This design comes from an exercise in tuning for small area and a short achievable clock period on the open sky130 flow, not from production work.
In this exercise RTL edits were held to simulation tests only and were not proved equivalent to the original.

==> inputs of job 342 <==
==> flow/design.v <==
`timescale 1ns/1ps
module rename_top (
    input  logic      clk,
    input  logic      rst,
    input  logic      rename_valid,
    input  logic [$clog2(32)-1:0] rs1_arch,
    input  logic [$clog2(32)-1:0] rs2_arch,
    input  logic [$clog2(32)-1:0] rd_arch,
    input  logic      complete_valid,
    input  logic [$clog2(16)-1:0]   complete_rob_id,
    input  logic      complete_mispredict,
    output logic      rename_ready,
    output logic [$clog2(64)-1:0]  rs1_phy,
    output logic [$clog2(64)-1:0]  rs2_phy,
    output logic [$clog2(64)-1:0]  rd_phy,
    output logic [$clog2(16)-1:0]   rob_id,
    output logic      retire_valid,
    output logic [$clog2(32)-1:0] retire_rd_arch,
    output logic [$clog2(64)-1:0]  retire_rd_phy,
    output logic      flush
);
    wire [$clog2(64)-1:0] fmap_q [32];
    wire [$clog2(64)-1:0] bmap_q [32];
    wire [64-1:0] free_q;
    wire [64-1:0] held_q;
    logic [64-1:0] free_d;
    logic [$clog2(64)-1:0] alloc_q;
    logic avail_q;
    logic ready_q;
    logic [$clog2(16):0] head_q;
    logic [$clog2(16):0] tail_q;
    logic [$clog2(32)-1:0] ent_rd_arch [16];
    logic [$clog2(64)-1:0]  ent_new_phy [16];
    logic [16-1:0] ent_done;
    logic [16-1:0] ent_misp;
    logic retire_misp;
    logic [$clog2(64)-1:0] release_phy;
    assign fmap_q[0] = '0;
    assign bmap_q[0] = '0;
    assign free_q[0] = 1'b0;
    assign held_q[0] = 1'b1;
    assign free_d[0] = 1'b0;
    assign rs1_phy = fmap_q[rs1_arch];
    assign rs2_phy = fmap_q[rs2_arch];
    logic [$clog2(64)-1:0] alloc_d;
    logic [7:0] grp_any;
    logic [2:0] grp_idx [8];
    always_comb begin
        for (int g = 0; g < 8; g++) begin
            grp_any[g] = |free_d[g*8 +: 8];
            grp_idx[g] = '0;
            for (int j = 7; j >= 0; j--) begin
                if (free_d[g*8 + j]) grp_idx[g] = j[2:0];
            end
        end
        alloc_d = '0;
        for (int g = 7; g >= 0; g--) begin
            if (grp_any[g]) alloc_d = {g[2:0], grp_idx[g]};
        end
    end
    logic [64-1:0] lower_free;
    always_comb begin
        lower_free[0] = 1'b0;
        for (int i = 1; i < 64; i++) begin
            lower_free[i] = lower_free[i-1] | free_q[i-1];
        end
    end
    logic recovering, rename_fire, alloc_fire, pop;
    logic rd_nz;
    logic [$clog2(16)-1:0] head_slot, tail_slot;
    logic [$clog2(16):0] head_d, tail_d;
    logic full_d, retire_valid_d, retire_misp_d, flush_d;
    assign head_slot = head_q[$clog2(16)-1:0];
    assign tail_slot = tail_q[$clog2(16)-1:0];
    assign recovering = (retire_valid && retire_misp) || flush;
    assign rd_nz = (rd_arch != '0);
    assign rename_ready = ready_q && (avail_q || !rd_nz);
    assign rename_fire  = rename_valid && rename_ready;
    assign alloc_fire   = rename_valid && ready_q && avail_q && rd_nz;
    assign rd_phy = alloc_fire ? alloc_q : '0;
    assign rob_id = tail_slot;
    assign pop = (head_q != tail_q) && ent_done[head_slot] && !recovering;
    assign retire_valid_d = pop;
    assign retire_misp_d = pop && ent_misp[head_slot];
    assign flush_d = retire_valid && retire_misp;
    always_comb begin
        head_d = head_q;
        tail_d = tail_q;
        if (flush) begin
            head_d = tail_q;
        end else begin
            if (pop) head_d = head_q + 1'b1;
            if (rename_fire) tail_d = tail_q + 1'b1;
        end
    end
    assign full_d = (head_d[$clog2(16)-1:0] == tail_d[$clog2(16)-1:0]) &&
                    (head_d[$clog2(16)] != tail_d[$clog2(16)]);
    logic release_valid;
    assign release_valid = retire_valid && (retire_rd_arch != '0);
    for (genvar i = 1; i < 32; i++) begin : g_map
        logic [$clog2(64)-1:0] f_q, b_q;
        assign fmap_q[i] = f_q;
        assign bmap_q[i] = b_q;
        always_ff @(posedge clk or posedge rst) begin
            if (rst) begin
                f_q <= i[$clog2(64)-1:0];
            end else if (flush) begin
                f_q <= b_q;
            end else if (alloc_fire && (rd_arch == i[$clog2(32)-1:0])) begin
                f_q <= alloc_q;
            end
        end
        always_ff @(posedge clk or posedge rst) begin
            if (rst) begin
                b_q <= i[$clog2(64)-1:0];
            end else if (release_valid && (retire_rd_arch == i[$clog2(32)-1:0])) begin
                b_q <= retire_rd_phy;
            end
        end
    end
    for (genvar i = 1; i < 64; i++) begin : g_phy
        logic rel_hit, new_hit, fr_q, hd_q;
        assign free_q[i] = fr_q;
        assign held_q[i] = hd_q;
        assign rel_hit = release_valid && (release_phy == i[$clog2(64)-1:0]);
        assign new_hit = release_valid && (retire_rd_phy == i[$clog2(64)-1:0]);
        assign free_d[i] = flush ? !hd_q
                                 : ((fr_q && (!alloc_fire || lower_free[i])) || rel_hit);
        always_ff @(posedge clk or posedge rst) begin
            if (rst) begin
                fr_q <= (i >= 32);
                hd_q <= (i < 32);
            end else begin
                fr_q <= free_d[i];
                hd_q <= (hd_q && !rel_hit) || new_hit;
            end
        end
    end
    always_ff @(posedge clk or posedge rst) begin
        if (rst) begin
            head_q <= '0;
            tail_q <= '0;
            retire_valid <= 1'b0;
            retire_misp <= 1'b0;
            flush <= 1'b0;
            ready_q <= 1'b1;
            alloc_q <= 32;
            avail_q <= 1'b1;
        end else begin
            head_q <= head_d;
            tail_q <= tail_d;
            retire_valid <= retire_valid_d;
            retire_misp <= retire_misp_d;
            flush <= flush_d;
            ready_q <= !full_d && !(retire_valid_d && retire_misp_d) && !flush_d;
            alloc_q <= alloc_d;
            avail_q <= |free_d;
        end
    end
    always_ff @(posedge clk) begin
        if (complete_valid && !recovering) begin
            ent_done[complete_rob_id] <= 1'b1;
            ent_misp[complete_rob_id] <= complete_mispredict;
        end
        if (rename_fire) begin
            ent_done[tail_slot] <= 1'b0;
        end
    end
    always_ff @(posedge clk) begin
        if (rename_fire) begin
            ent_rd_arch[tail_slot] <= rd_arch;
            ent_new_phy[tail_slot] <= rd_phy;
        end
    end
    logic [$clog2(32)-1:0] head_arch;
    assign head_arch = ent_rd_arch[head_slot];
    always_ff @(posedge clk) begin
        retire_rd_arch <= head_arch;
        retire_rd_phy <= ent_new_phy[head_slot];
        if (release_valid && (retire_rd_arch == head_arch)) begin
            release_phy <= retire_rd_phy;
        end else begin
            release_phy <= bmap_q[head_arch];
        end
    end
endmodule
==> flow/run.sh <==
#!/bin/bash
# synth_recipe.tcl (not shown) runs the flow's synth.tcl, then flattens the netlist and writes it again
# the make line also repeats each setting of config.mk as NAME=value (left out here)
make -C /OpenROAD-flow-scripts/flow DESIGN_CONFIG=/design/flow/config.mk WORK_HOME=/design/flow/orfs CLKGATE_MAP_FILE= SYNTH_SCRIPT=/design/flow/synth_recipe.tcl finish
==> flow/config.mk <==
export PLATFORM = sky130hd
export DESIGN_NAME = rename_top
export DESIGN_NICKNAME = rename_top
export VERILOG_FILES = /design/flow/design.v
export SDC_FILE = /design/flow/constraint.sdc
export NUM_CORES = 4
export LEC_CHECK = 0
export CAP_MARGIN = 20
export CELL_PAD_IN_SITES_DETAIL_PLACEMENT = 1
export CELL_PAD_IN_SITES_GLOBAL_PLACEMENT = 2
export CORE_MARGIN = 2
export CORE_UTILIZATION = 25
export CTS_BUF_LIST = sky130_fd_sc_hd__clkbuf_8 sky130_fd_sc_hd__clkbuf_16
export CTS_CLUSTER_DIAMETER = 70
export CTS_CLUSTER_SIZE = 25
export PLACE_DENSITY = 0.45
export SETUP_SLACK_MARGIN = 2.0
export SLEW_MARGIN = 20
==> flow/constraint.sdc <==
create_clock -name core_clock -period 6.0 [get_ports {clk}]
set_input_delay 1.2000 -clock core_clock [delete_from_list [all_inputs] [get_ports {clk}]]
set_output_delay 1.2000 -clock core_clock [all_outputs]
set_load 0.01 [all_outputs]
==> inputs of job 7215, as changes to job 342 <==
==> flow/config.mk (replaced) <==
export PLATFORM = sky130hd
export DESIGN_NAME = rename_top
export DESIGN_NICKNAME = rename_top
export VERILOG_FILES = /design/flow/design.v
export SDC_FILE = /design/flow/constraint.sdc
export NUM_CORES = 4
export LEC_CHECK = 0
export CAP_MARGIN = 20
export CELL_PAD_IN_SITES_DETAIL_PLACEMENT = 0
export CELL_PAD_IN_SITES_GLOBAL_PLACEMENT = 0
export CORE_MARGIN = 2
export CORE_UTILIZATION = 25
export CTS_BUF_LIST = sky130_fd_sc_hd__clkbuf_16
export CTS_CLUSTER_DIAMETER = 100
export CTS_CLUSTER_SIZE = 20
export PLACE_DENSITY = 0.85
export SETUP_SLACK_MARGIN = 1.8
export SLEW_MARGIN = 20
==> flow_summary.ini <==
[critical_path]
cp-endpoint = alloc_q[0]
cp-end-kind = flip-flop

[placement]
dp.cells = 5179
placed_area_um2 = 40200

[outcome]
status = no timing/DRC/antenna violations

[route]
vias_per_cell = 5.80

[global_routing]
antenna_found_initial = 8
-- figures above: job 7215

==> flow_summary.ini <==
[outcome]
status = no timing/DRC/antenna violations

[critical_path]
cp-end-kind = output pin
cp-endpoint = rs1_phy[4]

[placement]
placed_area_um2 = 40700
dp.cells = 5243

[route]
vias_per_cell = 5.62

[global_routing]
antenna_found_initial = 12
-- figures above: job 342

static timing again, ports no longer ideal:
Ports are ideal in the flow. The routed layouts listed here were re-timed in OpenROAD.
Step 1, drivers: a clkbuf_16 drives clk and a buf_2 each remaining input, both assumed.
Step 2 times the ports against the registers' clock, not the clock port: input delays grow and output delays shrink by t, the midpoint of the rising clock arrivals with the driver on.
Three values: ideal ports, drivers, drivers and shift; two values: the first two.
| run | t, ns | setup slack, ns | slew at the worst register clock pin (ns) | worst slew at a driven data input, ns |
|---|---|---|---|---|
| job 342 | 0.778 | 1.835 / 1.781 / 1.277 | 0.09 / 0.09 | 0.07 |
| job 7215 | 0.714 | 1.693 / 1.693 / 1.230 | 0.10 / 0.10 | 0.08 |
After both steps every run listed still meets setup and hold. For job 342, which loses most, drivers alone change the setup slack by -0.054 ns; drivers and shift together by -0.558 ns.
